This is an optimization exercise on Yosys and OpenROAD, whose aim is small area, a short achievable clock period and few clock cycles per item, not a production implementation. The RTL was checked by simulation tests, not by an equivalence proof against the original design. The clock cells of runs 2 to 9 come from the design's own scripts or RTL, not from TritonCTS. The flow treats the clock pin as an ideal source. Dropping or thinning the clock tree relies on that and would not hold on a real chip. Power is estimated from default activity; no workload was simulated.

## flow/design.v

```verilog
module mem_write_buffer #(
  parameter int DEPTH       = 4,
  parameter int ADDR_WIDTH  = 32,
  parameter int BLOCK_BITS  = 128,
  parameter int OFFSET_BITS = 4
) (
  input  logic                    clk,
  input  logic                    rst,
  input  logic                    mem_req,
  input  logic                    mem_rw,
  input  logic [ADDR_WIDTH-1:0]   mem_addr,
  input  logic [BLOCK_BITS-1:0]   mem_wdata,
  output logic                    mem_ready,
  output logic                    mem_resp,
  output logic [BLOCK_BITS-1:0]   mem_rdata,
  output logic                    mm_req,
  output logic                    mm_rw,
  output logic [ADDR_WIDTH-1:0]   mm_addr,
  output logic [BLOCK_BITS-1:0]   mm_wdata,
  input  logic                    mm_ready,
  input  logic                    mm_resp,
  input  logic [BLOCK_BITS-1:0]   mm_rdata,
  output logic [$clog2(DEPTH):0]  wb_count
);
  localparam int TW = ADDR_WIDTH - OFFSET_BITS;
  logic [TW-1:0]         tag;      
  logic [BLOCK_BITS-1:0] data;     
  logic                  pend;     
  logic                  rd1;      
  logic                  rd2;      
  logic                  rfl;      
  logic                  wfl;      
  logic                  dfree;    
  logic                  den;      
  logic                  wbc;
  logic accept, acc_rd, take, fill, cap_rd;
  logic pend_n, rd0_n, rd1_n, rd2_n, rfl_n, wfl_n, mm_rw_n;
  assign accept = mem_req && mem_ready;
  assign acc_rd = accept && !mem_rw;
  assign take   = mm_req && mm_ready;
  assign fill   = rfl && mm_resp;
  assign cap_rd = mem_req && !mem_rw && !pend && !accept;
  assign mm_addr   = {tag, {OFFSET_BITS{1'b0}}};
  assign mm_wdata  = data;
  assign mem_rdata = data;
  assign wb_count  = {{$clog2(DEPTH){1'b0}}, wbc};
  always_comb begin
    pend_n  = accept || (pend && !take);
    rd1_n   = (!rd1 && !rd2 && acc_rd) || (rd1 && (acc_rd == fill)) || (rd2 && fill);
    rd2_n   = (rd1 && acc_rd && !fill) || (rd2 && !fill);
    rd0_n   = !rd1_n && !rd2_n;
    rfl_n   = (take && !mm_rw) || (rfl && !mm_resp);
    wfl_n   = (take && mm_rw) || (wfl && !mm_resp);
    mm_rw_n = pend ? mm_rw : mem_rw;
  end
  always_ff @(posedge clk) begin
    if (!pend) begin
      tag   <= mem_addr[ADDR_WIDTH-1:OFFSET_BITS];
      mm_rw <= mem_rw;
    end
    data <= (mem_wdata & {BLOCK_BITS{dfree}}) | (mm_rdata & {BLOCK_BITS{rfl}}) |
            (data & {BLOCK_BITS{!den}});
  end
  always_ff @(posedge clk or negedge rst) begin
    if (!rst) begin
      pend      <= 1'b0;
      rd1       <= 1'b0;
      rd2       <= 1'b0;
      rfl       <= 1'b0;
      wfl       <= 1'b0;
      dfree     <= 1'b0;
      den       <= 1'b0;
      wbc       <= 1'b0;
      mm_req    <= 1'b0;
      mem_ready <= 1'b0;
      mem_resp  <= 1'b0;
    end else begin
      pend      <= pend_n;
      rd1       <= rd1_n;
      rd2       <= rd2_n;
      rfl       <= rfl_n;
      wfl       <= wfl_n;
      dfree     <= !pend_n && rd0_n;
      den       <= (!pend_n && rd0_n) || rfl_n;
      wbc       <= pend_n && mm_rw_n;
      mm_req    <= pend_n && !rfl_n && !wfl_n;
      mem_ready <= !pend_n && (rd0_n || (rd1_n && cap_rd));
      mem_resp  <= (accept && mem_rw) || fill;
    end
  end
endmodule
```

## flow/flow/clock_tree.tcl

```tcl
# Clock tree of this design, built in place of the one clock_tree_synthesis
# made: the clock port drives four buf_12, each of which drives three
# buf_8, each of which drives the clock pins of one group of nearby
# flip-flops. Every flip-flop is two buffers from the clock port, so all clock
# pins see about the same delay.
set ct_block [ord::get_db_block]
set ct_db [ord::get_db]
set ct_port_net [[$ct_block findBTerm clk] getNet]
set ct_ntop 4
set ct_nleaf 12
set ct_top_master [$ct_db findMaster sky130_fd_sc_hd__buf_12]
set ct_leaf_master [$ct_db findMaster sky130_fd_sc_hd__buf_8]

# Walk the existing clock network from the port: flip-flop clock pins are the
# sinks; every other cell on it is a clock buffer or inverter to take out.
set ct_sinks {}
set ct_old_insts {}
set ct_old_nets {}
set ct_todo [list $ct_port_net]
while {[llength $ct_todo]} {
  set net [lindex $ct_todo 0]
  set ct_todo [lrange $ct_todo 1 end]
  foreach it [$net getITerms] {
    if {![$it isInputSignal] && [$it getIoType] ne "INPUT"} { continue }
    set inst [$it getInst]
    set mname [[$inst getMaster] getName]
    if {[[$it getMTerm] getName] eq "CLK"} {
      lappend ct_sinks $it
    } else {
      lappend ct_old_insts $inst
      foreach ot [$inst getITerms] {
        if {[$ot getIoType] eq "OUTPUT" && [$ot getNet] ne "NULL"} {
          lappend ct_old_nets [$ot getNet]
          lappend ct_todo [$ot getNet]
        }
      }
    }
  }
}
puts "clock_tree: [llength $ct_sinks] sinks, removing [llength $ct_old_insts] cells"

foreach it $ct_sinks { $it disconnect }
foreach inst $ct_old_insts { odb::dbInst_destroy $inst }
foreach net $ct_old_nets { odb::dbNet_destroy $net }

# Flip-flop positions (centre of each cell).
set ct_pts {}
foreach it $ct_sinks {
  set box [[$it getInst] getBBox]
  lappend ct_pts [list [expr {([$box xMin] + [$box xMax]) / 2.0}] [expr {([$box yMin] + [$box yMax]) / 2.0}]]
}
set die [$ct_block getDieArea]
set cx [expr {([$die xMin] + [$die xMax]) / 2.0}]
set cy [expr {([$die yMin] + [$die yMax]) / 2.0}]

# Split points (a list of {x y}) into n groups: contiguous arcs of equal size
# by angle around the die's centre, then a few k-means rounds. Returns the
# group of each point and the groups' centres.
proc ct_group {pts n cx cy} {
  set idx {}
  set i 0
  foreach p $pts {
    lappend idx [list $i [expr {atan2([lindex $p 1] - $cy, [lindex $p 0] - $cx)}]]
    incr i
  }
  set idx [lsort -real -index 1 $idx]
  set m [llength $pts]
  set assign [lrepeat $m 0]
  set r 0
  foreach e $idx {
    lset assign [lindex $e 0] [expr {$r * $n / $m}]
    incr r
  }
  for {set iter 0} {$iter <= 20} {incr iter} {
    set cents {}
    for {set k 0} {$k < $n} {incr k} {
      set sx 0.0; set sy 0.0; set c 0
      foreach p $pts a $assign {
        if {$a == $k} { set sx [expr {$sx + [lindex $p 0]}]; set sy [expr {$sy + [lindex $p 1]}]; incr c }
      }
      if {$c} { lappend cents [list [expr {$sx / $c}] [expr {$sy / $c}]] } else { lappend cents [list $cx $cy] }
    }
    if {$iter == 20} { break }
    set assign {}
    foreach p $pts {
      set best 0; set bd 1e30
      for {set k 0} {$k < $n} {incr k} {
        set c [lindex $cents $k]
        set d [expr {abs([lindex $p 0] - [lindex $c 0]) + abs([lindex $p 1] - [lindex $c 1])}]
        if {$d < $bd} { set bd $d; set best $k }
      }
      lappend assign $best
    }
  }
  return [list $assign $cents]
}

proc ct_buffer {block master name in_net out_net pos} {
  set inst [odb::dbInst_create $block $master $name]
  [$inst findITerm A] connect $in_net
  [$inst findITerm X] connect $out_net
  $inst setLocation [expr {int([lindex $pos 0])}] [expr {int([lindex $pos 1])}]
  $inst setPlacementStatus PLACED
  return $inst
}

# Leaf buffers, each driving one group of nearby flip-flops.
lassign [ct_group $ct_pts $ct_nleaf $cx $cy] leaf_of leaf_pos
set leaf_nets {}
for {set k 0} {$k < $ct_nleaf} {incr k} {
  set net [odb::dbNet_create $ct_block "clknet_leaf_$k"]
  $net setSigType CLOCK
  lappend leaf_nets $net
  set m 0
  foreach it $ct_sinks a $leaf_of {
    if {$a == $k} { $it connect $net; incr m }
  }
  puts "clock_tree: leaf $k: $m sinks"
}
# Top buffers, driven by the clock port, each driving a group of leaves.
lassign [ct_group $leaf_pos $ct_ntop $cx $cy] top_of top_pos
for {set t 0} {$t < $ct_ntop} {incr t} {
  set net [odb::dbNet_create $ct_block "clknet_top_$t"]
  $net setSigType CLOCK
  ct_buffer $ct_block $ct_top_master "clkbuf_top_$t" $ct_port_net $net [lindex $top_pos $t]
  for {set k 0} {$k < $ct_nleaf} {incr k} {
    if {[lindex $top_of $k] == $t} {
      ct_buffer $ct_block $ct_leaf_master "clkbuf_leaf_$k" $net [lindex $leaf_nets $k] [lindex $leaf_pos $k]
    }
  }
}
$ct_port_net setSigType CLOCK

# Legalize the new buffers, then repair timing on the new tree as the CTS step
# does on its own.
set_propagated_clock [all_clocks]
detailed_placement
estimate_parasitics -placement
repair_timing_helper
detailed_placement
check_placement -verbose
```

## flow/standard.sh

```bash
#!/bin/bash
# synth_recipe.tcl (not shown) runs the flow's synth.tcl, then flattens the netlist and writes it again
# the make line also repeats each setting of config.mk as NAME=value (left out here)
make -C /OpenROAD-flow-scripts/flow DESIGN_CONFIG=/design/flow/config.mk WORK_HOME=/design/flow/orfs CLKGATE_MAP_FILE= SYNTH_SCRIPT=/design/flow/synth_recipe.tcl "${@:-finish}"
```

## flow/config.mk

```make
export PLATFORM = sky130hd
export DESIGN_NAME = mem_write_buffer
export DESIGN_NICKNAME = mem_write_buffer
export VERILOG_FILES = /design/flow/design.v
export SDC_FILE = /design/flow/constraint.sdc
export NUM_CORES = 4
export LEC_CHECK = 0
export ABC_AREA = 1
export CAP_MARGIN = 20
export CORE_AREA = 5 5 145 145
export DIE_AREA = 0 0 150 150
export SETUP_SLACK_MARGIN = 3.95
export SLEW_MARGIN = 20
```

## flow/flow/run.sh

```bash
#!/bin/bash
# The standard layout, with:
# - the smallest buffer on every input and output port;
# - the pins one routing track apart, and the pins of each data bit
#   (mem_wdata, mm_rdata, mem_rdata, mm_wdata) and of each address bit
#   (mem_addr, mm_addr) placed next to each other, and the control pins
#   together;
# - port buffers kept at the smallest size by timing repair (flow/pre_cts.tcl,
#   released again by flow/final_pre.tcl before the final power connection);
# - a two-level clock tree (flow/clock_tree.tcl, run after the CTS step's own
#   tree and replacing it): the clock port drives four buffers, each driving
#   two buffers that each drive one group of nearby flip-flops.
set -euo pipefail
groups=""
for i in $(seq 0 127); do
  groups+=" -group_pins {mem_wdata[$i] mm_rdata[$i] mem_rdata[$i] mm_wdata[$i]}"
done
for i in $(seq 4 31); do
  groups+=" -group_pins {mem_addr[$i] mm_addr[$i]}"
done
groups+=" -group_pins {rst mem_req mem_rw mem_ready mem_resp mm_req mm_rw mm_ready mm_resp wb_count[0] wb_count[1] wb_count[2]}"
bash standard.sh finish \
  "BUFFER_PORTS_ARGS=-buffer_cell sky130_fd_sc_hd__buf_1" \
  "PLACE_PINS_ARGS=-min_distance 1 -min_distance_in_tracks$groups" \
  "CTS_ARGS=-sink_clustering_enable -repair_clock_nets -apply_ndr none" \
  "PRE_CTS_TCL=$(pwd)/flow/pre_cts.tcl" \
  "POST_CTS_TCL=$(pwd)/flow/clock_tree.tcl" \
  "PRE_FINAL_REPORT_TCL=$(pwd)/flow/final_pre.tcl" \
  > flow_make.log 2>&1
```

## flow/constraint.sdc

```tcl
create_clock -name core_clock -period 6.0 [get_ports {clk}]
set_input_delay 1.2000 -clock core_clock [delete_from_list [all_inputs] [get_ports {clk}]]
set_output_delay 1.2000 -clock core_clock [all_outputs]
set_load 0.01 [all_outputs]
```

## flow/flow/final_pre.tcl

```tcl
# Before the final report's global_connect: release the port buffers that
# flow/pre_cts.tcl marked don't-touch, so that they are connected to the
# power nets like every other cell.
foreach inst [[ord::get_db_block] getInsts] {
  if {[$inst isDoNotTouch]} { $inst setDoNotTouch 0 }
}
```

## flow/flow/pre_cts.tcl

```tcl
# Keep the input and output port buffers as buffer_ports made them (the
# smallest buffer): timing repair after this point works on the design's own
# logic only.
foreach inst [[ord::get_db_block] getInsts] {
  if {[regexp {^(input|output)[0-9]+$} [$inst getName]]} { $inst setDoNotTouch 1 }
}
```

==> results_dict.tcl, run 1 <==
set metrics [dict create \
    synth_seq_cells 168 \
    placementRows 51 \
    error_line "[ERROR PPL-0086] Pin group of size 4 was not assigned." \
    haltStage "I/O pin placement" \
    status "stopped before the end" \
    syn-mean-instance-area_um2 8.06 \
    synth.yosys.seq_area_share 0.513 \
    initial_utilization 0.372 \
    synth_cell_types 17 \
    die_width_um 150 \
    synth_warnings 1 \
    syn-instance-count 895 \
    die_y_um 150 \
    synth_area_um2 7220 \
]
==> cells in the mapped netlist <==
library cell | n | area share
buf_2 | 28 | 0.019
inv_1 | 8 | 0.0042
dfrtp_1 | 11 | 0.038
nor2_2 | 1 | 0.00087
nand2_2 | 1 | 0.00087
nand3_1 | 130 | 0.090
conb_1 | 1 | 0.00052
edfxtp_1 | 28 | 0.12
o21ai_2 | 1 | 0.0012
o21a_1 | 1 | 0.0010
o21ai_0 | 2 | 0.0014
and2_1 | 1 | 0.00087
or2_1 | 2 | 0.0017
buf_4 | 149 | 0.16
nor3b_1 | 2 | 0.0021
dfxtp_1 | 129 | 0.36
nand2_1 | 400 | 0.21
==> kinds of logic after synthesis <==
| kind of cell | Yosys count | share of synthesized area |
|---|---|---|
| DFF | 168 | 0.513 |
| and+or+nand+nor | 537 | 0.305 |
| buffers and inverters | 185 | 0.179 |
| AOI/OAI and AO/OA | 4 | 0.00364 |
| other | 1 | 0.000520 |
Testbench counts, summed over its fixed seeds: cycles 251,719, items 48,000.
==> run 2, diff against run 1 <==
--- a/flow/flow/run.sh
+++ b/flow/flow/run.sh
@@ -20,3 +20,3 @@
 done
-groups+=" -group_pins {rst mem_req mem_rw mem_ready mem_resp mm_req mm_rw mm_ready mm_resp wb_count[0] wb_count[1] wb_count[2]}"
+groups+=" -group_pins {mem_req mem_rw mem_ready mem_resp} -group_pins {mm_req mm_rw mm_ready mm_resp}"
 bash standard.sh finish \
==> results_dict.tcl, run 2 <==
set metrics [dict create \
    status "finished clean" \
    clock-sinks 168 \
    grt_max_degree 97 \
    seqPwrFrac 0.439 \
    final_cell_area_um2 8990 \
    combPwrFrac 0.429 \
    initial_utilization 0.372 \
    largest-register "data" \
    overflow 0 \
    areaGrowthSynthToFinish_pct 24.7 \
    synth-main-ff-cell "dfxtp_1" \
    firstDrtPassIters 6 \
    cp.arrival_ns 0.80 \
    p_clk_frac 0.131 \
    rrSetupSlack_ns 4.23 \
    finalClockSkew_ns 0.0235 \
    synth.yosys.seq_area_share 0.513 \
    rsz0062_at_grt "no" \
    fin_nets 1622 \
    fin_crit_sh 0.333 \
    p_sw_mw 2.24 \
    core_um2 19400 \
    synth_top_cell_area_share 0.358 \
    largest_reg_flops 128 \
    ir_drop_mv 0.218 \
    routedWlPerCell_um 14.4 \
    p_sw_frac 0.436 \
    finalSetupViolations 0 \
    syn-mean-instance-area_um2 8.06 \
    drtIter0Drc 316 \
    route.detailed.drc 0 \
    post-route-util 0.464 \
    tns_ns 0 \
    relSlewSlack 0.514 \
    final_common_cell "buf_1" \
    worst_path_max_delay_cell "dfrtp_1" \
    whs_endpoint "data[24]$_DFF_P_" \
    synth_area_um2 7220 \
    finalCriticalPeriod_ns 2.00 \
    clkSlewWorstSetupHoldPaths_ns 0.09 \
    fin_cells 1591 \
    grt_pass1_wl_um 32400 \
    synth_cell_types 17 \
    drt-vias-per-instance 4.52 \
    synth_warnings 1 \
    internal_power_mw 2.90 \
    vias 7184 \
    hold_class "register to register" \
    cp_max_fo 2 \
    max_stage_delay_ns 0.37 \
    antennaDiodeCount 0 \
    p_per_area_nw_per_um2 572 \
    dp_hpwl_um 16900 \
    place_ws_ns 3.92 \
    crit_type "register to output port" \
    crit_required_ns 4.80 \
    antenna_found_initial 0 \
    worst-path-stages 1 \
    endpoint_kind "output port" \
    crit_family "flip-flops" \
    r2r_cells 4 \
    track_usage 0.173 \
    worstPathCellList "buf_1" \
    synth_edf_count 28 \
    worstHoldStart "data[24]$_DFF_P_" \
    synth_commonest_cells "nand2_1 (400), buf_4 (149), nand3_1 (130)" \
    die_y_um 150 \
    placementRows 51 \
    die_width_um 150 \
    synthArstFlopShare 0.0655 \
    path_buf_inv 1 \
    final_hold_viol_count 0 \
    drv_slew 0 \
    synth_area_leader_cell "dfxtp_1" \
    drv_cap 0 \
    rr_startpoint "den$_DFF_PN0_" \
    drtAntennaViolNets 0 \
    synth_seq_cells 168 \
    whs_path_depth 2 \
    dieArea_um2 22500 \
    port_buffers 578 \
    worst_r2r_endpoint "data[31]$_DFF_P_" \
    ios 589 \
    dpl_cell_area_um2 8520 \
    p_leak_nw 3.57 \
    routabilityCongestion 0.827 \
    grt_pass1_vias 6484 \
    synth.area.top_cells "dfxtp_1 (36%), nand2_1 (21%), buf_4 (16%), edfxtp_1 (12%), nand3_1 (9.0%)" \
    clk_latency_ns 0.23 \
    drive_above_1_share 0.121 \
    wirelength_um 22800 \
    fmax_ghz 0.500 \
    worst_pin_slew_ns 0.730 \
    yosysMostFrequentCell "nand2_1" \
    final_cell_mix "buf_1 (578), nand2_1 (400), nand3_1 (130)" \
    largestRegisters "data x128, tag x28" \
    start_kind "register" \
    dpl.cell_count 1570 \
    syn-instance-count 895 \
    final.setup.worst_slack_ns 4.00 \
]
run 2: cell counts after synthesis:
Identical to the previous run, type by type.
run 2: layer usage:
layer  GRT usage  wire length [um]  vias up  part of all wire
met5           0                 0        -                 0
met4      0.0741              1110        0             0.049
met3      0.0342              2040       81             0.089
met2       0.308             11200      401              0.49
met1       0.202              8520     3174              0.37
li1            -                 -     3528                 -
run 2: cell families (layout without fill, tap and decap cells):
group	Yosys count	after routing	synth area share
buf+inv	185	611	0.179
other cells	1	6	0.000520
compound gates	4	4	0.00364
flops	168	168	0.513
simple gates	537	537	0.305
run 2: power groups by stage:
stage                     clock network [mW]  logic (mW)  registers (mW)
after global routing                   0.751        2.45            2.33
final                                  0.676        2.21            2.26
after global placement                     0        2.14            2.20
after detailed placement                   0        2.16            2.20
after floorplan                            0        1.68            2.29
run 2: how the worst max path moves through the flow:
stage                              from               end  slack (ns)
global route        mem_ready$_DFF_PN0_         mem_ready        3.97
detailed placement        den$_DFF_PN0_  data[62]$_DFF_P_        3.92
global placement          den$_DFF_PN0_  data[41]$_DFF_P_        3.91
finish              mem_ready$_DFF_PN0_         mem_ready        4.00
floorplan                      mm_ready     den$_DFF_PN0_        4.17
run 2: area by class of cell:
cell class / instances / area, um^2
Inverter: 8 / 35.0
Tap cell: 265 / 332
Multi-Input combinational cell: 547 / 2250
Fill cell: 2012 / 10400
Buffer: 16 / 260
Timing Repair Buffer: 587 / 2250
Sequential cell: 168 / 3870
run 2: per-stage QoR:
stage               hold slack (ns)  power (mW)
floorplan                     0.446        3.97
global placement              0.463        4.33
detailed placement            0.465        4.35
global route                  0.488        5.53
finish                        0.464        5.14
==> run 3, diff against run 2 <==
--- a/flow/flow/run.sh
+++ b/flow/flow/run.sh
@@ -5,4 +5,3 @@
 #   (mem_wdata, mm_rdata, mem_rdata, mm_wdata) and of each address bit
-#   (mem_addr, mm_addr) placed next to each other, and the control pins
-#   together;
+#   (mem_addr, mm_addr) placed next to each other;
 # - port buffers kept at the smallest size by timing repair (flow/pre_cts.tcl,
@@ -20,3 +19,2 @@
 done
-groups+=" -group_pins {mem_req mem_rw mem_ready mem_resp} -group_pins {mm_req mm_rw mm_ready mm_resp}"
 bash standard.sh finish \
--- a/flow/flow/clock_tree.tcl
+++ b/flow/flow/clock_tree.tcl
@@ -1,3 +1,3 @@
 # Clock tree of this design, built in place of the one clock_tree_synthesis
-# made: the clock port drives four buf_12, each of which drives three
+# made: the clock port drives four buf_12, each of which drives two or three
 # buf_8, each of which drives the clock pins of one group of nearby
@@ -9,3 +9,3 @@
 set ct_ntop 4
-set ct_nleaf 12
+set ct_nleaf 10
 set ct_top_master [$ct_db findMaster sky130_fd_sc_hd__buf_12]
==> results_dict.tcl, run 3 <==
set metrics [dict create \
    worstHoldStart "data[54]$_DFF_P_" \
    synth_seq_cells 168 \
    synth_area_leader_cell "dfxtp_1" \
    synthArstFlopShare 0.0655 \
    finalClockSkew_ns 0.0491 \
    die_width_um 150 \
    max_stage_delay_ns 0.38 \
    die_y_um 150 \
    p_leak_nw 3.55 \
    wl_met3_um 1980 \
    synth_warnings 1 \
    syn-instance-count 895 \
    synth_area_um2 7220 \
    drtAntennaViolNets 0 \
    ios 589 \
    rrSetupSlack_ns 4.19 \
    clkSlewWorstSetupHoldPaths_ns 0.12 \
    antenna_found_initial 0 \
    largest-register "data" \
    worstPathCellList "buf_1" \
    overflow 0 \
    finalCriticalPeriod_ns 2.01 \
    fin_cells 1588 \
    hold_class "register to register" \
    wl_met2_um 11400 \
    p_per_area_nw_per_um2 568 \
    antennaDiodeCount 0 \
    synth.area.top_cells "dfxtp_1 (36%), nand2_1 (21%), buf_4 (16%), edfxtp_1 (12%), nand3_1 (9.0%)" \
    whs_endpoint "data[54]$_DFF_P_" \
    fin_hold_ws_ns 0.463 \
    route.detailed.drc 0 \
    tns_ns 0 \
    worst_r2r_endpoint "data[36]$_DFF_P_" \
    drv_cap 0 \
    largest_reg_flops 128 \
    endpoint_kind "output port" \
    start_kind "register" \
    drive_above_1_share 0.119 \
    status "finished clean" \
    ir_drop_mv 0.229 \
    clock-sinks 168 \
    whs_path_depth 2 \
    routed.top_layer "met4" \
    dpl.cell_count 1570 \
    drv_slew 0 \
    fin_nets 1619 \
    crit_type "register to output port" \
    vias 7159 \
    grt_pass1_wl_um 32900 \
    fillers 1991 \
    crit_family "flip-flops" \
    worst_pin_slew_ns 0.769 \
    dieArea_um2 22500 \
    synth-main-ff-cell "dfxtp_1" \
    syn-mean-instance-area_um2 8.06 \
    synth_cell_types 17 \
    initial_utilization 0.372 \
    final_cell_mix "buf_1 (578), nand2_1 (400), nand3_1 (130)" \
    synth_top_cell_area_share 0.358 \
    clk_latency_ns 0.24 \
    final.setup.worst_slack_ns 3.99 \
    port_buffers 578 \
    largestRegisters "data x128, tag x28" \
    final_hold_viol_count 0 \
    final_common_cell "buf_1" \
    r2r_cells 3 \
    rsz0062_at_grt "no" \
    placementRows 51 \
    wirelength_um 22500 \
    firstDrtPassIters 5 \
    yosysMostFrequentCell "nand2_1" \
    synth.yosys.seq_area_share 0.513 \
    cp_max_fo 3 \
    grt_pass1_vias 6513 \
    fmax_ghz 0.497 \
    synth_commonest_cells "nand2_1 (400), buf_4 (149), nand3_1 (130)" \
    place_ws_ns 3.91 \
    synth_edf_count 28 \
    relSlewSlack 0.487 \
    core_um2 19400 \
    p_total_mw 5.08 \
    routedWlPerCell_um 14.2 \
    routabilityCongestion 0.809 \
    grt_max_degree 102 \
    fin_crit_sh 0.335 \
    finalSetupViolations 0 \
    drt-vias-per-instance 4.51 \
    dp_hpwl_um 16900 \
    worst_path_max_delay_cell "dfxtp_2" \
    areaGrowthSynthToFinish_pct 24.0 \
    drtIter0Drc 233 \
    cp.arrival_ns 0.81 \
    crit_required_ns 4.80 \
    path_buf_inv 1 \
    track_usage 0.176 \
    drt-met1-wl_um 8290 \
    rr_startpoint "rfl$_DFF_PN0_" \
]
==> run 3: changes by cell type in the layout (fill, tap and decap cells not counted), sizes merged <==
cell | previous run | this run
buf | 603 | 600
==> run 3: power by group <==
group          switching [mW]  total [mW]  internal (mW)
Sequential              0.447        2.26           1.81
Combinational            1.44        2.19          0.751
Clock                   0.343       0.633          0.290
Total                    2.23        5.08           2.85
==> run 3: per-stage QoR <==
| stage | instance area, um^2 | utilization |
|---|---|---|
| 6_report | 8950 | 0.461 |
| 5_1_grt | 8950 | 0.461 |
| 3_5_place_dp | 8520 | 0.439 |
| 3_3_place_gp | 8520 | 0.439 |
| 2_1_floorplan | 7230 | - |
==> run 3: kinds of logic after synthesis <==
kind of cell	Yosys count	synth area share
and+or+nand+nor	537	0.305
buffers and inverters	185	0.179
AOI/OAI and AO/OA	4	0.00364
DFF	168	0.513
other	1	0.000520
==> run 3: layer usage <==
layer  track usage  up-vias
met5             0        -
met4        0.0572        0
li1              -     3528
met1         0.214     3213
met3        0.0306       54
met2         0.315      364
==> run 3: area by class of cell <==
type | instances | area [um^2] | area share
inverter | 8 | 35.0 | 0.00391
buffer | 14 | 230 | 0.0257
tap | 265 | 332 | 0.0371
timing repair buffer | 586 | 2240 | 0.250
multi-input combinational | 547 | 2250 | 0.251
sequential | 168 | 3870 | 0.432
==> run 3: worst max-delay path by stage <==
| stage | startpoint | to | cells after the start |
|---|---|---|---|
| global route | data[47]$_DFF_P_ | mem_rdata[47] | 1 |
| global placement | den$_DFF_PN0_ | data[64]$_DFF_P_ | 4 |
| floorplan | mm_ready | den$_DFF_PN0_ | 5 |
| detailed placement | den$_DFF_PN0_ | data[53]$_DFF_P_ | 4 |
| finish | data[94]$_DFF_P_ | mm_wdata[94] | 1 |
==> run 4, diff against run 3 <==
--- a/flow/flow/clock_tree.tcl
+++ b/flow/flow/clock_tree.tcl
@@ -1,3 +1,3 @@
 # Clock tree of this design, built in place of the one clock_tree_synthesis
-# made: the clock port drives four buf_12, each of which drives two or three
+# made: the clock port drives four buf_12, each of which drives three
 # buf_8, each of which drives the clock pins of one group of nearby
@@ -9,3 +9,3 @@
 set ct_ntop 4
-set ct_nleaf 10
+set ct_nleaf 12
 set ct_top_master [$ct_db findMaster sky130_fd_sc_hd__buf_12]
--- a/flow/config.mk
+++ b/flow/config.mk
@@ -9,4 +9,4 @@
 export CAP_MARGIN = 20
-export CORE_AREA = 5 5 145 145
-export DIE_AREA = 0 0 150 150
+export CORE_AREA = 2.5 2.5 137.5 137.5
+export DIE_AREA = 0 0 140 140
 export SETUP_SLACK_MARGIN = 3.95
==> results_dict.tcl, run 4 <==
set metrics [dict create \
    finalSetupViolations 0 \
    synth_top_cell_area_share 0.358 \
    p_leak_nw 3.56 \
    fin_hold_ws_ns 0.466 \
    hold_class "register to register" \
    drtAntennaViolNets 0 \
    tns_ns 0 \
    path_buf_inv 1 \
    rsz0062_at_grt "no" \
    fin_crit_sh 0.330 \
    yosysMostFrequentCell "nand2_1" \
    largest-register "data" \
    die_width_um 140 \
    drive_above_1_share 0.119 \
    firstDrtPassIters 4 \
    clkSlewWorstSetupHoldPaths_ns 0.07 \
    clock-sinks 168 \
    placementRows 49 \
    fmax_ghz 0.505 \
    final_cell_mix "buf_1 (578), nand2_1 (400), nand3_1 (130)" \
    dpl.cell_count 1534 \
    synth_warnings 1 \
    cp_max_fo 2 \
    final_cell_area_um2 8940 \
    drt-vias-per-instance 4.64 \
    synth_area_um2 7220 \
    synth_area_leader_cell "dfxtp_1" \
    grt_pass1_wl_um 33300 \
    areaGrowthSynthToFinish_pct 23.9 \
    drv_slew 0 \
    port_buffers 578 \
    grt_pass1_vias 6451 \
    largest_reg_flops 128 \
    synth.area.top_cells "dfxtp_1 (36%), nand2_1 (21%), buf_4 (16%), edfxtp_1 (12%), nand3_1 (9.0%)" \
    syn-instance-count 895 \
    dp_hpwl_um 16500 \
    routedWlPerCell_um 14.4 \
    crit_type "register to output port" \
    fillers 1838 \
    finalCriticalPeriod_ns 1.98 \
    crit_required_ns 4.80 \
    synth_seq_cells 168 \
    synth_cell_types 17 \
    worst_pin_slew_ns 0.630 \
    p_per_area_nw_per_um2 574 \
    status "finished clean" \
    endpoint_kind "output port" \
    synth.yosys.seq_area_share 0.513 \
    wirelength_um 22400 \
    synth_edf_count 28 \
    syn-mean-instance-area_um2 8.06 \
    drtIter0Drc 262 \
    final_hold_viol_count 0 \
    largestRegisters "data x128, tag x28" \
    regArea_um2 3870 \
    route.detailed.drc 0 \
    fin_cells 1555 \
    multi_input_area_um2 2250 \
    cp.arrival_ns 0.78 \
    core_um2 17900 \
    ios 589 \
    synth_commonest_cells "nand2_1 (400), buf_4 (149), nand3_1 (130)" \
    synth-main-ff-cell "dfxtp_1" \
    finalClockSkew_ns 0.0244 \
    fin_nets 1620 \
    dieArea_um2 19600 \
    track_usage 0.204 \
    initial_utilization 0.403 \
    start_kind "register" \
    vias 7217 \
    dpl_cell_area_um2 8470 \
    max_stage_delay_ns 0.38 \
    overflow 0 \
    routabilityCongestion 0.854 \
    die_y_um 140 \
    drv_cap 0 \
    worst_path_max_delay_cell "dfrtp_1" \
    clk_latency_ns 0.24 \
    synthArstFlopShare 0.0655 \
    antenna_found_initial 0 \
    grt_max_degree 76 \
    worstPathCellList "buf_1" \
    ir_drop_mv 0.275 \
    relSlewSlack 0.580 \
    crit_family "flip-flops" \
    final_common_cell "buf_1" \
]
run 4: changes by cell type in the layout (fill, tap and decap cells not counted):
cell	change
buf_4	-2
inv_4	+1
diode_2	+2
buf_8	+2
buf_12	+1
clkinv_4	-1
run 4: tightest hold or removal path, delay by kind of cell (launching register included):
kind,cells,cell delay (ns)
simple gates,2,0.10
flops,1,0.34
run 4: area by class of cell:
cell class / instances / share of cell area
sequential: 168 / 0.433
timing repair buffer: 585 / 0.251
buffer: 16 / 0.0291
inverter: 8 / 0.00364
tap: 229 / 0.0320
multi-input combinational: 547 / 0.251
antenna: 2 / 0.000560
run 4: report_power, final:
group | switching [mW] | internal [mW] | leakage, nW
sequential | 0.478 | 1.82 | 1.52
clock | 0.353 | 0.326 | 0.127
combinational | 1.41 | 0.751 | 1.92
total | 2.24 | 2.89 | 3.56
run 4: final timing paths:
| path | startpoint | endpoint | slack, ns | cells past startpoint |
|---|---|---|---|---|
| max in group asynchronous | rst | rfl$_DFF_PN0_ | 4.65 | 1 |
| hold reg to reg | data[23]$_DFF_P_ | data[23]$_DFF_P_ | 0.47 | 2 |
| setup reg to reg | dfree$_DFF_PN0_ | data[22]$_DFF_P_ | 4.28 | 3 |
| min in group asynchronous | rst | dfree$_DFF_PN0_ | 0.93 | 1 |
| setup / recovery | mem_ready$_DFF_PN0_ | mem_ready | 4.02 | 1 |
| hold / removal | data[23]$_DFF_P_ | data[23]$_DFF_P_ | 0.47 | 2 |
run 4: cells by family after synthesis:
family | count (synthesis) | share of synthesized area
simple gates | 537 | 0.305
buf+inv | 185 | 0.179
flops | 168 | 0.513
compound gates | 4 | 0.00364
other cells | 1 | 0.000520
run 4: stage by stage:
step | total power [mW] | utilization | setup WS, ns
2_1_floorplan | 3.97 | - | 4.17
3_3_place_gp | 4.31 | 0.473 | 3.97
3_5_place_dp | 4.34 | 0.473 | 3.97
5_1_grt | 5.49 | 0.499 | 3.99
6_report | 5.13 | 0.499 | 4.02
run 4: per-layer routing:
| layer | vias up | share of wire | track usage | routed length, um |
|---|---|---|---|---|
| li1 | 3538 | - | - | - |
| met1 | 3180 | 0.37 | 0.241 | 8190 |
| met2 | 409 | 0.48 | 0.337 | 10700 |
| met3 | 90 | 0.096 | 0.0485 | 2140 |
| met4 | 0 | 0.060 | 0.122 | 1350 |
| met5 | - | 0 | 0 | 0 |
==> run 5, diff against run 4 <==
--- a/flow/config.mk
+++ b/flow/config.mk
@@ -9,4 +9,4 @@
 export CAP_MARGIN = 20
-export CORE_AREA = 2.5 2.5 137.5 137.5
-export DIE_AREA = 0 0 140 140
+export CORE_AREA = 2.5 2.5 143.5 143.5
+export DIE_AREA = 0 0 146 146
 export SETUP_SLACK_MARGIN = 3.95
==> results_dict.tcl, run 5 <==
set metrics [dict create \
    finalClockSkew_ns 0.0208 \
    drtIter0Drc 313 \
    die_y_um 146 \
    fin_crit_sh 0.333 \
    synth-main-ff-cell "dfxtp_1" \
    synth_area_um2 7220 \
    drt-vias-per-instance 4.59 \
    grt_pass1_wl_um 32800 \
    wirelength_um 22000 \
    antenna_found_initial 0 \
    clkSlewWorstSetupHoldPaths_ns 0.10 \
    tns_ns 0 \
    final_common_cell "buf_1" \
    dieArea_um2 21300 \
    track_usage 0.181 \
    worst_path_max_delay_cell "dfrtp_1" \
    die_width_um 146 \
    start_kind "register" \
    synth_cell_types 17 \
    routabilityCongestion 0.816 \
    vias 7293 \
    crit_required_ns 4.80 \
    fin_cells 1590 \
    ir_drop_mv 0.239 \
    relSlewSlack 0.509 \
    dp_hpwl_um 16000 \
    drv_cap 0 \
    initial_utilization 0.371 \
    hold_class "register to register" \
    fmax_ghz 0.500 \
    cp_max_fo 2 \
    largest_reg_flops 128 \
    endpoint_kind "output port" \
    p_per_area_nw_per_um2 570 \
    dpl_cell_area_um2 8520 \
    syn-instance-count 895 \
    synth.area.top_cells "dfxtp_1 (36%), nand2_1 (21%), buf_4 (16%), edfxtp_1 (12%), nand3_1 (9.0%)" \
    synth_seq_cells 168 \
    status "finished clean" \
    overflow 0 \
    grt_pass1_vias 6565 \
    synth_commonest_cells "nand2_1 (400), buf_4 (149), nand3_1 (130)" \
    synth_area_leader_cell "dfxtp_1" \
    port_buffers 578 \
    finalSetupViolations 0 \
    antennaDiodeCount 0 \
    placementRows 51 \
    drtAntennaViolNets 0 \
    synth.yosys.seq_area_share 0.513 \
    routedWlPerCell_um 13.8 \
    drv_slew 0 \
    dpl.cell_count 1570 \
    fin_nets 1621 \
    synth_edf_count 28 \
    crit_type "register to output port" \
    yosysMostFrequentCell "nand2_1" \
    areaGrowthSynthToFinish_pct 24.4 \
    clk_latency_ns 0.24 \
    ios 589 \
    firstDrtPassIters 5 \
    cp.arrival_ns 0.80 \
    final_hold_viol_count 0 \
    finalCriticalPeriod_ns 2.00 \
    core_um2 19500 \
    fin_hold_ws_ns 0.464 \
    rsz0062_at_grt "no" \
    worstPathCellList "buf_1" \
    clock-sinks 168 \
    final_cell_mix "buf_1 (578), nand2_1 (400), nand3_1 (130)" \
    synth_warnings 1 \
    drive_above_1_share 0.120 \
    grt_max_degree 89 \
    p_leak_nw 3.56 \
    route.detailed.drc 0 \
    post-route-util 0.461 \
    syn-mean-instance-area_um2 8.06 \
    crit_family "flip-flops" \
    largestRegisters "data x128, tag x28" \
    synth_top_cell_area_share 0.358 \
    worst_pin_slew_ns 0.736 \
    largest-register "data" \
    max_stage_delay_ns 0.36 \
    final_cell_area_um2 8980 \
    path_buf_inv 1 \
    synthArstFlopShare 0.0655 \
]
[run 5: report_power, final]
group          internal, mW  switching (mW)
registers              1.81           0.463
logic                 0.752            1.41
clock network         0.326           0.354
[run 5: path summary, 6_finish.rpt]
| kind | slack (ns) | from | endpoint | cells past startpoint |
|---|---|---|---|---|
| setup / recovery | 4.00 | mm_req$_DFF_PN0_ | mm_req | 1 |
| hold / removal | 0.46 | data[98]$_DFF_P_ | data[98]$_DFF_P_ | 2 |
| setup reg to reg | 4.23 | den$_DFF_PN0_ | data[86]$_DFF_P_ | 4 |
| hold reg to reg | 0.46 | data[98]$_DFF_P_ | data[98]$_DFF_P_ | 2 |
| max in group asynchronous | 4.63 | rst | dfree$_DFF_PN0_ | 1 |
| min in group asynchronous | 0.93 | rst | den$_DFF_PN0_ | 1 |
[run 5: cell families after synthesis]
family | share of synthesized area
other cells | 0.000520
flops | 0.513
simple gates | 0.305
buf+inv | 0.179
compound gates | 0.00364
[run 5: area by class of cell]
class	count	area, um^2
Buffer	16	260
Multi-Input combinational cell	547	2250
Sequential cell	168	3870
Inverter	8	31.3
Tap cell	265	332
Fill cell	2017	10500
Timing Repair Buffer	586	2240
[run 5: layer usage]
metal / share of wire / vias up / GRT usage
met1: 0.37 / 3248 / 0.207
met5: 0 / - / 0
li1: - / 3534 / -
met3: 0.089 / 82 / 0.0379
met4: 0.052 / 0 / 0.0904
met2: 0.49 / 429 / 0.321
[run 5: stage by stage]
stage / total power, mW / worst slack (ns)
floorplan: 3.97 / 4.17
global placement: 4.31 / 3.97
detailed placement: 4.34 / 3.97
global route: 5.48 / 3.96
finish: 5.12 / 4.00
[run 5: worst reg2reg max path: stages (launching register included)]
cell and delay (ns):
dfrtp_1 0.39, clkinv_2 0.41, buf_6 0.58, nand2_1 0.24, nand3_1 0.09
==> run 6, diff against run 5 <==
--- a/flow/flow/run.sh
+++ b/flow/flow/run.sh
@@ -10,3 +10,3 @@
 #   tree and replacing it): the clock port drives four buffers, each driving
-#   two buffers that each drive one group of nearby flip-flops.
+#   three buffers that each drive one group of nearby flip-flops.
 set -euo pipefail
--- a/flow/config.mk
+++ b/flow/config.mk
@@ -9,4 +9,4 @@
 export CAP_MARGIN = 20
-export CORE_AREA = 2.5 2.5 143.5 143.5
-export DIE_AREA = 0 0 146 146
+export CORE_AREA = 5 5 145 145
+export DIE_AREA = 0 0 150 150
 export SETUP_SLACK_MARGIN = 3.95
==> results_dict.tcl, run 6 <==
set metrics [dict create \
    clock-sinks 168 \
    drtIter0Drc 287 \
    die_width_um 150 \
    grt_use_met2 0.314 \
    synth-main-ff-cell "dfxtp_1" \
    synth_edf_count 28 \
    synth_area_um2 7220 \
    overflow 0 \
    largest-register "data" \
    crit_family "flip-flops" \
    port_buffers 578 \
    worst_path_max_delay_cell "dfrtp_1" \
    synth_warnings 1 \
    routabilityCongestion 0.809 \
    wirelength_um 22500 \
    p_per_area_nw_per_um2 571 \
    drive_above_1_share 0.120 \
    fmax_ghz 0.506 \
    worst_pin_slew_ns 0.772 \
    yosysMostFrequentCell "nand2_1" \
    grt_pass1_vias 6552 \
    synth.area.top_cells "dfxtp_1 (36%), nand2_1 (21%), buf_4 (16%), edfxtp_1 (12%), nand3_1 (9.0%)" \
    finalSetupViolations 0 \
    p_leak_nw 3.56 \
    fin_hold_ws_ns 0.461 \
    final_cell_mix "buf_1 (578), nand2_1 (400), nand3_1 (130)" \
    endpoint_kind "output port" \
    ir_drop_mv 0.252 \
    synth_seq_cells 168 \
    routedWlPerCell_um 14.2 \
    track_usage 0.176 \
    die_y_um 150 \
    start_kind "register" \
    route.detailed.drc 0 \
    busiest_layer "met2" \
    drtAntennaViolNets 0 \
    antennaDiodeCount 0 \
    grt_pass1_wl_um 32900 \
    largestRegisters "data x128, tag x28" \
    final_common_cell "buf_1" \
    drv_slew 0 \
    final.setup.worst_slack_ns 4.02 \
    dp_hpwl_um 16900 \
    finalClockSkew_ns 0.0280 \
    final_hold_viol_count 0 \
    finalCriticalPeriod_ns 1.98 \
    placementRows 51 \
    synthArstFlopShare 0.0655 \
    clkSlewWorstSetupHoldPaths_ns 0.09 \
    synth_area_leader_cell "dfxtp_1" \
    synth.yosys.seq_area_share 0.513 \
    dieArea_um2 22500 \
    fillers 1986 \
    tns_ns 0 \
    path_buf_inv 1 \
    firstDrtPassIters 4 \
    crit_required_ns 4.80 \
    initial_utilization 0.372 \
    syn-mean-instance-area_um2 8.06 \
    rsz0062_at_grt "no" \
    areaGrowthSynthToFinish_pct 24.4 \
    clk_latency_ns 0.23 \
    cp.arrival_ns 0.78 \
    relSlewSlack 0.485 \
    hold_class "register to register" \
    syn-instance-count 895 \
    fin_crit_sh 0.329 \
    drt-vias-per-instance 4.52 \
    place_ws_ns 3.91 \
    crit_type "register to output port" \
    synth_cell_types 17 \
    worstPathCellList "buf_1" \
    ios 589 \
    synth_top_cell_area_share 0.358 \
    status "finished clean" \
    fin_nets 1621 \
    synth_commonest_cells "nand2_1 (400), buf_4 (149), nand3_1 (130)" \
    grt_use_met3 0.0327 \
    cp_max_fo 2 \
    largest_reg_flops 128 \
    vias 7179 \
    use_met1 0.214 \
    grt_max_degree 102 \
    drv_cap 0 \
    antenna_found_initial 0 \
    max_stage_delay_ns 0.35 \
    core_um2 19400 \
]
-- run 6: cell counts after synthesis --
Identical to the previous run, type by type.
-- run 6: stage by stage --
stage | utilization | cells | area [um^2] | power (mW)
2_1_floorplan | - | 900 | 7230 | 3.97
3_3_place_gp | 0.439 | 1570 | 8520 | 4.33
3_5_place_dp | 0.439 | 1570 | 8520 | 4.36
5_1_grt | 0.463 | 1590 | 8980 | 5.53
6_report | 0.463 | 1590 | 8980 | 5.13
-- run 6: path summary, 6_finish.rpt --
kind | from | endpoint | slack (ns) | cells past startpoint
worst min-delay path | data[107]$_DFF_P_ | data[107]$_DFF_P_ | 0.46 | 2
max in group asynchronous | rst | rfl$_DFF_PN0_ | 4.59 | 1
worst max register to register | rfl$_DFF_PN0_ | data[36]$_DFF_P_ | 4.22 | 3
min in group asynchronous | rst | wbc$_DFF_PN0_ | 0.95 | 1
worst min register to register | data[107]$_DFF_P_ | data[107]$_DFF_P_ | 0.46 | 2
worst max-delay path | mm_req$_DFF_PN0_ | mm_req | 4.02 | 1
-- run 6: worst register-to-register path, cell delays in order, from the launching register on --
cell and delay, ns:
dfrtp_4 0.88, buf_6 0.53, nand2_1 0.18, nand3_1 0.10
-- run 6: where the power goes --
group	switching, mW	leakage [nW]	internal, mW
clock	0.348	0.127	0.326
combinational	1.44	1.92	0.752
sequential	0.449	1.52	1.81
total	2.23	3.56	2.89
-- run 6: layer usage --
| layer | wire length, um | part of all wire |
|---|---|---|
| met5 | 0 | 0 |
| met2 | 11300 | 0.50 |
| met4 | 828 | 0.037 |
| met1 | 8420 | 0.37 |
| met3 | 1960 | 0.087 |
-- run 6: cells by family after synthesis --
| logic type | synth area share |
|---|---|
| AND/OR/NAND/NOR | 0.305 |
| buffers and inverters | 0.179 |
| flip-flops | 0.513 |
| AO/OA/AOI/OAI | 0.00364 |
| other | 0.000520 |
-- run 6: cell type report --
| class | count | area (um^2) | area share |
|---|---|---|---|
| buffer | 16 | 260 | 0.0290 |
| sequential | 168 | 3870 | 0.431 |
| tap | 265 | 332 | 0.0369 |
| inverter | 8 | 35.0 | 0.00390 |
| timing repair buffer | 586 | 2240 | 0.249 |
| multi-input combinational | 547 | 2250 | 0.250 |
==> run 7, diff against run 6 <==
--- a/flow/design.v
+++ b/flow/design.v
@@ -60,4 +60,4 @@
     end
-    data <= (mem_wdata & {BLOCK_BITS{dfree}}) | (mm_rdata & {BLOCK_BITS{rfl}}) |
-            (data & {BLOCK_BITS{!den}});
+    if (den)
+      data <= (mem_wdata & {BLOCK_BITS{dfree}}) | (mm_rdata & {BLOCK_BITS{rfl}});
   end
--- a/flow/flow/run.sh
+++ b/flow/flow/run.sh
@@ -6,7 +6,5 @@
 #   (mem_addr, mm_addr) placed next to each other;
-# - port buffers kept at the smallest size by timing repair (flow/pre_cts.tcl,
-#   released again by flow/final_pre.tcl before the final power connection);
-# - a two-level clock tree (flow/clock_tree.tcl, run after the CTS step's own
-#   tree and replacing it): the clock port drives four buffers, each driving
-#   three buffers that each drive one group of nearby flip-flops.
+# - a one-level clock tree (flow/clock_tree.tcl, run after the CTS step's own
+#   tree and replacing it): the clock port drives four clkbuf_16, each driving
+#   one group of nearby flip-flops.
 set -euo pipefail
@@ -25,3 +23,2 @@
   "POST_CTS_TCL=$(pwd)/flow/clock_tree.tcl" \
-  "PRE_FINAL_REPORT_TCL=$(pwd)/flow/final_pre.tcl" \
   > flow_make.log 2>&1
--- a/flow/flow/clock_tree.tcl
+++ b/flow/flow/clock_tree.tcl
@@ -1,4 +1,4 @@
 # Clock tree of this design, built in place of the one clock_tree_synthesis
-# made: the clock port drives four buf_12, each of which drives three
-# buf_8, each of which drives the clock pins of one group of nearby
+# made: the clock port drives four clkbuf_16, each of which drives two
+# clkbuf_16, each of which drives the clock pins of one group of nearby
 # flip-flops. Every flip-flop is two buffers from the clock port, so all clock
@@ -9,5 +9,5 @@
 set ct_ntop 4
-set ct_nleaf 12
-set ct_top_master [$ct_db findMaster sky130_fd_sc_hd__buf_12]
-set ct_leaf_master [$ct_db findMaster sky130_fd_sc_hd__buf_8]
+set ct_nleaf 8
+set ct_top_master [$ct_db findMaster sky130_fd_sc_hd__clkbuf_16]
+set ct_leaf_master [$ct_db findMaster sky130_fd_sc_hd__clkbuf_16]
 
==> flow/flow/pre_cts.tcl (replaced) <==
# Before CTS:
# 1. Put each flip-flop that drives an output port's buffer next to that
#    buffer (at the pin), with the single gate that drives its D input, and
#    legalize. Output paths are then short wires at the die's edge.
# 2. Keep the input and output port buffers as buffer_ports made them (the
#    smallest buffer): timing repair after this point works on the design's
#    own logic only.
set pc_block [ord::get_db_block]
proc pc_centre {inst} {
  set bb [$inst getBBox]
  return [list [expr {([$bb xMin] + [$bb xMax]) / 2}] [expr {([$bb yMin] + [$bb yMax]) / 2}]]
}
proc pc_move {inst x y} {
  set bb [$inst getBBox]
  set w [expr {[$bb xMax] - [$bb xMin]}]
  set h [expr {[$bb yMax] - [$bb yMin]}]
  $inst setLocation [expr {int($x - $w / 2)}] [expr {int($y - $h / 2)}]
}
set pc_moved 0
foreach inst [$pc_block getInsts] {
  if {![[$inst getMaster] isSequential]} { continue }
  set q [$inst findITerm Q]
  if {$q eq "NULL" || [$q getNet] eq "NULL"} { continue }
  set xs 0; set ys 0; set n 0
  foreach it [[$q getNet] getITerms] {
    set o [$it getInst]
    if {[regexp {^output[0-9]+$} [$o getName]]} {
      lassign [pc_centre $o] x y
      set xs [expr {$xs + $x}]; set ys [expr {$ys + $y}]; incr n
    }
  }
  if {!$n} { continue }
  set x [expr {$xs / $n}]; set y [expr {$ys / $n}]
  pc_move $inst $x $y
  incr pc_moved
  set d [$inst findITerm D]
  if {$d ne "NULL" && [$d getNet] ne "NULL"} {
    set dn [$d getNet]
    if {[llength [$dn getITerms]] == 2} {
      foreach it [$dn getITerms] {
        if {[$it isOutputSignal]} { pc_move [$it getInst] $x $y }
      }
    }
  }
}
puts "pre_cts: moved $pc_moved flip-flops to their output buffers"
detailed_placement
check_placement -verbose
foreach inst [$pc_block getInsts] {
  if {[regexp {^(input|output)[0-9]+$} [$inst getName]]} { $inst setDoNotTouch 1 }
}
removed: flow/flow/final_pre.tcl
==> results_dict.tcl, run 7 <==
set metrics [dict create \
    synth_cell_types 20 \
    relSlewSlack 0.509 \
    synth.yosys.seq_area_share 0.662 \
    largest-register "data" \
    overflow 0 \
    final_common_cell "buf_1" \
    synth_warnings 1 \
    clk_latency_ns 0.28 \
    path_buf_inv 1 \
    drtAntennaViolNets 0 \
    p_leak_nw 3.10 \
    start_kind "register" \
    ios 589 \
    drv_cap 0 \
    fin_crit_sh 0.354 \
    cp_max_fo 2 \
    core_um2 19400 \
    muxShareOfSynthArea 0 \
    crit_type "register to output port" \
    worst_pin_slew_ns 0.736 \
    placementRows 51 \
    worst_path_max_delay_cell "edfxtp_1" \
    finalCriticalPeriod_ns 2.13 \
    status "finished clean" \
    synth-xor-area-share 0 \
    finalSetupViolations 0 \
    final_cell_mix "buf_1 (578), edfxtp_1 (156), a22o_1 (128)" \
    synth_area_leader_cell "edfxtp_1" \
    die_width_um 150 \
    synth_commonest_cells "edfxtp_1 (156), buf_4 (136), a22o_1 (128)" \
    die_y_um 150 \
    ir_drop_mv 0.238 \
    firstDrtPassIters 5 \
    final_hold_viol_count 0 \
    synth-simple-area-share 0.0143 \
    synth_area_um2 7520 \
    drtIter0Drc 475 \
    synth_compound_area_frac 0.154 \
    drv_slew 0 \
    tns_ns 0 \
    drt-vias-per-instance 5.32 \
    initial_utilization 0.388 \
    syn-instance-count 495 \
    wirelength_um 25500 \
    place_ws_ns 3.74 \
    dpl.cell_count 1183 \
    endpoint_kind "output port" \
    grt_max_degree 91 \
    final_cell_area_um2 9190 \
    cp.arrival_ns 0.93 \
    drive_above_1_share 0.0300 \
    port_buffers 578 \
    fin_cells 1200 \
    rsz0062_at_grt "yes" \
    clkSlewWorstSetupHoldPaths_ns 0.09 \
    track_usage 0.201 \
    clock-sinks 168 \
    antenna_found_initial 0 \
    fin_nets 1230 \
    p_per_area_nw_per_um2 472 \
    crit_family "flip-flops" \
    dpl_cell_area_um2 8840 \
    grt_pass1_vias 6435 \
    yosysMostFrequentCell "edfxtp_1" \
    worstPathCellList "buf_1" \
    routedWlPerCell_um 21.3 \
    max_stage_delay_ns 0.48 \
    synth_fa_ha_area_frac 0 \
    route.detailed.drc 0 \
    areaGrowthSynthToFinish_pct 22.3 \
    hold_class "register to register" \
    synthArstFlopShare 0.0655 \
    syn-mean-instance-area_um2 15.2 \
    synth.area.top_cells "edfxtp_1 (62%), a22o_1 (15%), buf_4 (14%), dfrtp_1 (3.7%), buf_6 (1.9%)" \
    largestRegisters "data x128, tag x28" \
    synth_top_family_by_area "buffers and inverters" \
    synth-main-ff-cell "edfxtp_1" \
    routabilityCongestion 0.824 \
    dieArea_um2 22500 \
    grt_pass1_wl_um 35700 \
    synth_seq_cells 168 \
    finalClockSkew_ns 0.0124 \
    final.setup.worst_slack_ns 3.87 \
    synth_top_cell_area_share 0.623 \
    synth_edf_count 156 \
    fmax_ghz 0.470 \
    crit_required_ns 4.80 \
    dp_hpwl_um 16000 \
    vias 6378 \
    largest_reg_flops 128 \
]
-- run 7: cell count changes after synthesis, moves of 13 or more --
cell / before / now
a22o_1: 0 / 128
buf_6: 0 / 13
dfxtp_1: 129 / 1
edfxtp_1: 28 / 156
nand3_1: 130 / 2
nand2_1: 400 / 12
buf_2: 28 / 14
buf_4: 149 / 136
-- run 7: kinds of logic after synthesis --
logic type | Yosys count
buffers and inverters | 171
DFF | 168
AOI/OAI and AO/OA | 133
and+or+nand+nor | 22
other | 1
-- run 7: final timing paths --
kind,startpoint,endpoint,slack (ns),cells after the start
min in group asynchronous,rst,rd2$_DFF_PN0_,0.91,1
max in group asynchronous,rst,rfl$_DFF_PN0_,4.61,1
min,rd2$_DFF_PN0_,rd2$_DFF_PN0_,0.52,2
max,data[15]$_DFFE_PP_,mem_rdata[15],3.87,1
max reg2reg,rfl$_DFF_PN0_,mem_ready$_DFF_PN0_,4.09,7
min reg2reg,rd2$_DFF_PN0_,rd2$_DFF_PN0_,0.52,2
-- run 7: metrics by stage --
step	utilization	hold WS [ns]	power, mW
floorplan	-	0.468	3.32
global placement	0.455	0.494	3.59
detailed placement	0.455	0.491	3.60
global route	0.474	0.553	4.53
finish	0.474	0.520	4.34
-- run 7: power breakdown --
part	internal [mW]	switching (mW)
Sequential	1.84	0.287
Clock	0.357	0.326
Combinational	0.540	0.990
Total	2.73	1.60
-- run 7: layout make-up --
cell class	instances	area [um^2]
diodes	1	2.50
plain buffers	12	300
fillers	1676	10200
inverters	8	30.0
multi-input cells	161	1290
flip-flops and latches	168	4990
well taps	265	332
repair buffers	585	2250
-- run 7: per-layer routing --
layer  part of all wire  track usage  wire length [um]
met2               0.48        0.338             12300
met3               0.12       0.0654              3050
met4              0.075        0.137              1910
met1               0.32        0.215              8220
met5                  0            0                 0
Testbench counts of run 7, summed over its fixed seeds: cycles 251,719, items 48,000.
==> run 8, diff against run 7 <==
--- a/flow/config.mk
+++ b/flow/config.mk
@@ -9,4 +9,4 @@
 export CAP_MARGIN = 20
-export CORE_AREA = 5 5 145 145
-export DIE_AREA = 0 0 150 150
+export CORE_AREA = 5 5 115 115
+export DIE_AREA = 0 0 120 120
 export SETUP_SLACK_MARGIN = 3.95
==> results_dict.tcl, run 8 <==
set metrics [dict create \
    syn-instance-count 495 \
    final_common_cell "buf_1" \
    initial_utilization 0.629 \
    relSlewSlack 0.475 \
    vias 6713 \
    largestRegisters "data x128, tag x28" \
    clock-sinks 168 \
    max_stage_delay_ns 0.44 \
    overflow 0 \
    drt-vias-per-instance 6.22 \
    drtIter0Drc 1044 \
    drive_above_1_share 0.0289 \
    crit_type "register to output port" \
    crit_family "flip-flops" \
    synth-main-ff-cell "edfxtp_1" \
    fin_hold_ws_ns 0.560 \
    synth_seq_cells 168 \
    hold_class "register to register" \
    syn-mean-instance-area_um2 15.2 \
    synth_area_leader_cell "edfxtp_1" \
    clkSlewWorstSetupHoldPaths_ns 0.10 \
    crit_required_ns 4.80 \
    worst_path_max_delay_cell "edfxtp_1" \
    firstDrtPassIters 6 \
    rsz0062_at_grt "yes" \
    die_y_um 120 \
    antenna_found_initial 0 \
    synth_top_cell_area_share 0.623 \
    clk_latency_ns 0.29 \
    fin_crit_sh 0.353 \
    r2r_cells 1 \
    p_per_area_nw_per_um2 488 \
    routedWlPerCell_um 25.3 \
    synth_area_um2 7520 \
    drtAntennaViolNets 0 \
    worstPathCellList "buf_1" \
    synth.area.top_cells "edfxtp_1 (62%), a22o_1 (15%), buf_4 (14%), dfrtp_1 (3.7%), buf_6 (1.9%)" \
    grt_max_degree 129 \
    antennaDiodeCount 0 \
    dieArea_um2 14400 \
    cp_max_fo 2 \
    regArea_um2 4990 \
    final_cell_mix "buf_1 (578), edfxtp_1 (156), a22o_1 (128)" \
    largest-register "data" \
    worst-path-stages 1 \
    cp.arrival_ns 0.92 \
    finalClockSkew_ns 0.0216 \
    fillers 659 \
    worst_pin_slew_ns 0.788 \
    wirelength_um 27300 \
    path_buf_inv 1 \
    port_buffers 578 \
    use_met1 0.363 \
    p_leak_nw 3.10 \
    final_hold_viol_count 0 \
    rrSetupSlack_ns 4.13 \
    grt_pass1_vias 6656 \
    finalSetupViolations 0 \
    drv_cap 0 \
    grt_use_met3 0.155 \
    placementRows 40 \
    multi_input_area_um2 1290 \
    whs_path_depth 2 \
    synth_warnings 1 \
    start_kind "register" \
    busiest_layer "met2" \
    final_cell_area_um2 9060 \
    track_usage 0.347 \
    route.detailed.drc 0 \
    drv_slew 0 \
    routabilityCongestion 0.877 \
    die_width_um 120 \
    areaGrowthSynthToFinish_pct 20.5 \
    synth_commonest_cells "edfxtp_1 (156), buf_4 (136), a22o_1 (128)" \
    synth_cell_types 20 \
    finalCriticalPeriod_ns 2.12 \
    status "finished clean" \
    synth_edf_count 156 \
    grt_use_met2 0.544 \
    core_um2 12000 \
    ir_drop_mv 0.269 \
    ios 589 \
    grt_pass1_wl_um 38600 \
    fin_nets 1229 \
    tns_ns 0 \
    yosysMostFrequentCell "edfxtp_1" \
    dp_hpwl_um 17300 \
    fmax_ghz 0.473 \
    synth.yosys.seq_area_share 0.662 \
    synthArstFlopShare 0.0655 \
    dpl_cell_area_um2 8700 \
    endpoint_kind "output port" \
    largest_reg_flops 128 \
]
## run 8: cell counts after synthesis
No cell type changed its count.
## run 8: cell families (layout without fill, tap and decap cells)
logic type,count (synthesis),count (layout),share of synthesized area
other,1,6,0.000499
AOI/OAI and AO/OA,133,133,0.154
and+or+nand+nor,22,22,0.0143
buffers and inverters,171,604,0.169
DFF,168,168,0.662
## run 8: path summary, 6_finish.rpt
check | startpoint | endpoint
max | data[40]$_DFFE_PP_ | mem_rdata[40]
min | rd2$_DFF_PN0_ | rd2$_DFF_PN0_
max reg2reg | den$_DFF_PN0_ | data[58]$_DFFE_PP_
min reg2reg | rd2$_DFF_PN0_ | rd2$_DFF_PN0_
max in group asynchronous | rst | rfl$_DFF_PN0_
min in group asynchronous | rst | den$_DFF_PN0_
## run 8: per-layer routing
| layer | part of all wire | vias up |
|---|---|---|
| met5 | 0 | - |
| met4 | 0.089 | 0 |
| met3 | 0.15 | 275 |
| met2 | 0.47 | 835 |
| met1 | 0.29 | 2993 |
| li1 | - | 2610 |
## run 8: metrics by stage
stage	utilization	std cells	setup slack (ns)	total power [mW]
6_report	0.758	1080	3.88	4.42
3_5_place_dp	0.727	1064	3.88	3.63
5_1_grt	0.758	1080	3.85	4.58
2_1_floorplan	-	500	4.17	3.32
3_3_place_gp	0.725	1063	3.92	3.60
## run 8: layout make-up
cell class                      instances  area share
Buffer                                 12      0.0331
Inverter                                8     0.00331
Multi-Input combinational cell        161       0.142
Sequential cell                       168       0.551
Tap cell                              147      0.0203
Timing Repair Buffer                  584       0.250
## run 8: power breakdown
part / total (mW) / leakage, nW / switching, mW / internal, mW
Combinational: 1.57 / 1.30 / 1.02 / 0.554
Sequential: 2.17 / 1.66 / 0.336 / 1.84
Clock: 0.676 / 0.148 / 0.319 / 0.357
Total: 4.42 / 3.10 / 1.68 / 2.75
==> run 9, diff against run 8 <==
--- a/flow/flow/clock_tree.tcl
+++ b/flow/flow/clock_tree.tcl
@@ -1,4 +1,4 @@
 # Clock tree of this design, built in place of the one clock_tree_synthesis
-# made: the clock port drives four clkbuf_16, each of which drives two
-# clkbuf_16, each of which drives the clock pins of one group of nearby
+# made: the clock port drives four buf_16, each of which drives two
+# buf_12, each of which drives the clock pins of one group of nearby
 # flip-flops. Every flip-flop is two buffers from the clock port, so all clock
@@ -10,4 +10,4 @@
 set ct_nleaf 8
-set ct_top_master [$ct_db findMaster sky130_fd_sc_hd__clkbuf_16]
-set ct_leaf_master [$ct_db findMaster sky130_fd_sc_hd__clkbuf_16]
+set ct_top_master [$ct_db findMaster sky130_fd_sc_hd__buf_16]
+set ct_leaf_master [$ct_db findMaster sky130_fd_sc_hd__buf_12]
 
==> flow/flow/pre_cts.tcl (replaced) <==
# Before CTS:
# 1. Put each output port's buffer next to the flip-flop that drives it, and
#    legalize: the flip-flop then drives a short wire, and the buffer the
#    wire to the pin.
# 2. Keep the input and output port buffers as buffer_ports made them (the
#    smallest buffer): timing repair after this point works on the design's
#    own logic only.
set pc_block [ord::get_db_block]
set pc_moved 0
foreach inst [$pc_block getInsts] {
  if {![regexp {^output[0-9]+$} [$inst getName]]} { continue }
  set a [$inst findITerm A]
  if {$a eq "NULL" || [$a getNet] eq "NULL"} { continue }
  foreach it [[$a getNet] getITerms] {
    if {![$it isOutputSignal]} { continue }
    set drv [$it getInst]
    if {![[$drv getMaster] isSequential]} { continue }
    set bb [$drv getBBox]
    $inst setLocation [expr {([$bb xMin] + [$bb xMax]) / 2}] [$bb yMin]
    incr pc_moved
  }
}
puts "pre_cts: moved $pc_moved output buffers to their flip-flops"
detailed_placement
check_placement -verbose
foreach inst [$pc_block getInsts] {
  if {[regexp {^(input|output)[0-9]+$} [$inst getName]]} { $inst setDoNotTouch 1 }
}
--- a/flow/config.mk
+++ b/flow/config.mk
@@ -9,4 +9,4 @@
 export CAP_MARGIN = 20
-export CORE_AREA = 5 5 115 115
-export DIE_AREA = 0 0 120 120
+export CORE_AREA = 5 5 145 145
+export DIE_AREA = 0 0 150 150
 export SETUP_SLACK_MARGIN = 3.95
==> results_dict.tcl, run 9 <==
set metrics [dict create \
    drtAntennaViolNets 0 \
    port_buffers 578 \
    finalCriticalPeriod_ns 2.05 \
    hold_class "register to register" \
    status "finished clean" \
    dp_hpwl_um 16000 \
    rsz0062_at_grt "yes" \
    synth_top_cell_area_share 0.623 \
    drv_cap 0 \
    synth_area_um2 7520 \
    synth.yosys.seq_area_share 0.662 \
    synth_warnings 1 \
    relSlewSlack 0.504 \
    max_stage_delay_ns 0.36 \
    yosysMostFrequentCell "edfxtp_1" \
    clock-sinks 168 \
    vias 6097 \
    largest-register "data" \
    ios 589 \
    synth_commonest_cells "edfxtp_1 (156), buf_4 (136), a22o_1 (128)" \
    final_cell_mix "buf_1 (578), edfxtp_1 (156), a22o_1 (128)" \
    die_width_um 150 \
    initial_utilization 0.388 \
    placementRows 51 \
    synth_area_leader_cell "edfxtp_1" \
    whs_path_depth 2 \
    tns_ns 0 \
    synth_cell_types 20 \
    routedWlPerCell_um 22.1 \
    final_hold_viol_count 0 \
    final_common_cell "buf_1" \
    crit_required_ns 4.80 \
    rr_startpoint "rfl$_DFF_PN0_" \
    worstPathCellList "buf_1" \
    fin_hold_ws_ns 0.517 \
    synth-main-ff-cell "edfxtp_1" \
    p_leak_nw 3.08 \
    worst_pin_slew_ns 0.744 \
    finalClockSkew_ns 0.0216 \
    grt_pass1_vias 6240 \
    largest_reg_flops 128 \
    finalSetupViolations 0 \
    drv_slew 0 \
    wirelength_um 26500 \
    fmax_ghz 0.488 \
    whs_endpoint "rd2$_DFF_PN0_" \
    cp_max_fo 2 \
    antennaDiodeCount 0 \
    drt-vias-per-instance 5.08 \
    endpoint_kind "output port" \
    start_kind "register" \
    syn-mean-instance-area_um2 15.2 \
    cp.arrival_ns 0.85 \
    post-route-util 0.473 \
    worstHoldStart "rd2$_DFF_PN0_" \
    p_per_area_nw_per_um2 484 \
    synthArstFlopShare 0.0655 \
    drtIter0Drc 308 \
    rrSetupSlack_ns 4.12 \
    worst_r2r_endpoint "mem_ready$_DFF_PN0_" \
    grt_max_degree 91 \
    largestRegisters "data x128, tag x28" \
    overflow 0 \
    r2r_cells 7 \
    path_buf_inv 1 \
    drive_above_1_share 0.0310 \
    synth.area.top_cells "edfxtp_1 (62%), a22o_1 (15%), buf_4 (14%), dfrtp_1 (3.7%), buf_6 (1.9%)" \
    clk_latency_ns 0.24 \
    areaGrowthSynthToFinish_pct 21.9 \
    dieArea_um2 22500 \
    fin_crit_sh 0.342 \
    worst_path_max_delay_cell "edfxtp_1" \
    clkSlewWorstSetupHoldPaths_ns 0.09 \
    firstDrtPassIters 5 \
    syn-instance-count 495 \
    grt_pass1_wl_um 37000 \
    route.detailed.drc 0 \
    ir_drop_mv 0.260 \
    crit_type "register to output port" \
    synth_edf_count 156 \
    antenna_found_initial 0 \
    synth_seq_cells 168 \
    fillers 1931 \
    fin_nets 1231 \
    crit_family "flip-flops" \
    routabilityCongestion 0.824 \
    track_usage 0.210 \
    core_um2 19400 \
    die_y_um 150 \
]
[run 9: cell count changes in the layout (fill, tap and decap cells not counted), sizes merged]
| cell | delta |
|---|---|
| clkbuf | -12 |
| buf | +14 |
[run 9: where the power goes]
group          switching, mW  internal (mW)  total [mW]
Sequential             0.252           1.83        2.08
Clock                  0.335          0.359       0.694
Combinational           1.11          0.543        1.66
Total                   1.70           2.74        4.43
[run 9: cell type report]
class	count	area, um^2	area share
Tap cell	265	332	0.0362
Inverter	8	30.0	0.00328
Multi-Input combinational cell	161	1290	0.141
Timing Repair Buffer	586	2250	0.246
Buffer	12	270	0.0295
Sequential cell	168	4990	0.544
[run 9: kinds of logic after synthesis]
kind of cell,after synthesis,synth area share
AND/OR/NAND/NOR,22,0.0143
buffers and inverters,171,0.169
other,1,0.000499
flip-flops,168,0.662
AO/OA/AOI/OAI,133,0.154
[run 9: how the worst max path moves through the flow]
stage,startpoint,end,cells after the start
after floorplan,mm_ready,den$_DFF_PN0_,5
after global placement,rfl$_DFF_PN0_,mem_ready$_DFF_PN0_,7
after detailed placement,rfl$_DFF_PN0_,mem_ready$_DFF_PN0_,7
after global routing,data[99]$_DFFE_PP_,mem_rdata[99],1
final,data[9]$_DFFE_PP_,mm_wdata[9],1
[run 9: per-stage QoR]
step / area [um^2] / total power [mW] / instances / setup slack, ns
floorplan: 7540 / 3.32 / 500 / 4.17
global placement: 8840 / 3.59 / 1183 / 3.69
detailed placement: 8840 / 3.60 / 1183 / 3.74
global route: 9170 / 4.66 / 1200 / 3.91
finish: 9170 / 4.43 / 1200 / 3.95
[run 9: metal layers]
| layer | GRT usage | routed length (um) |
|---|---|---|
| met3 | 0.101 | 3430 |
| met4 | 0.141 | 2090 |
| met2 | 0.342 | 12600 |
| met1 | 0.213 | 8380 |
| met5 | 0 | 0 |

==> separate check: timing with driven ports <==
The flow's constraints put no driver on any port. The routed layouts listed below were extracted and timed again, unchanged, in two steps. Step 1 assumes that a clkbuf_16 drives the clock port and a buf_2 every other input. Step 2 times the ports against the registers' clock, not the clock port: input delays grow and output delays shrink by t, the midpoint of the rising clock arrivals with the driver on. Slacks: ideal ports / drivers / drivers and shift; pairs: ideal ports / drivers.
run	t, ns	setup WS [ns]
run 2	0.315	4.001 / 3.908 / 3.962
run 3	0.318	3.989 / 3.897 / 3.961
run 4	0.321	4.019 / 3.921 / 3.946
run 5	0.323	3.999 / 3.903 / 3.946
run 6	0.312	4.023 / 3.933 / 3.972
run 7	0.363	3.873 / 3.782 / 3.929
run 8	0.372	3.885 / 3.790 / 3.931
run 9	0.343	3.951 / 3.835 / 3.953
After both steps every run listed still meets setup and hold.
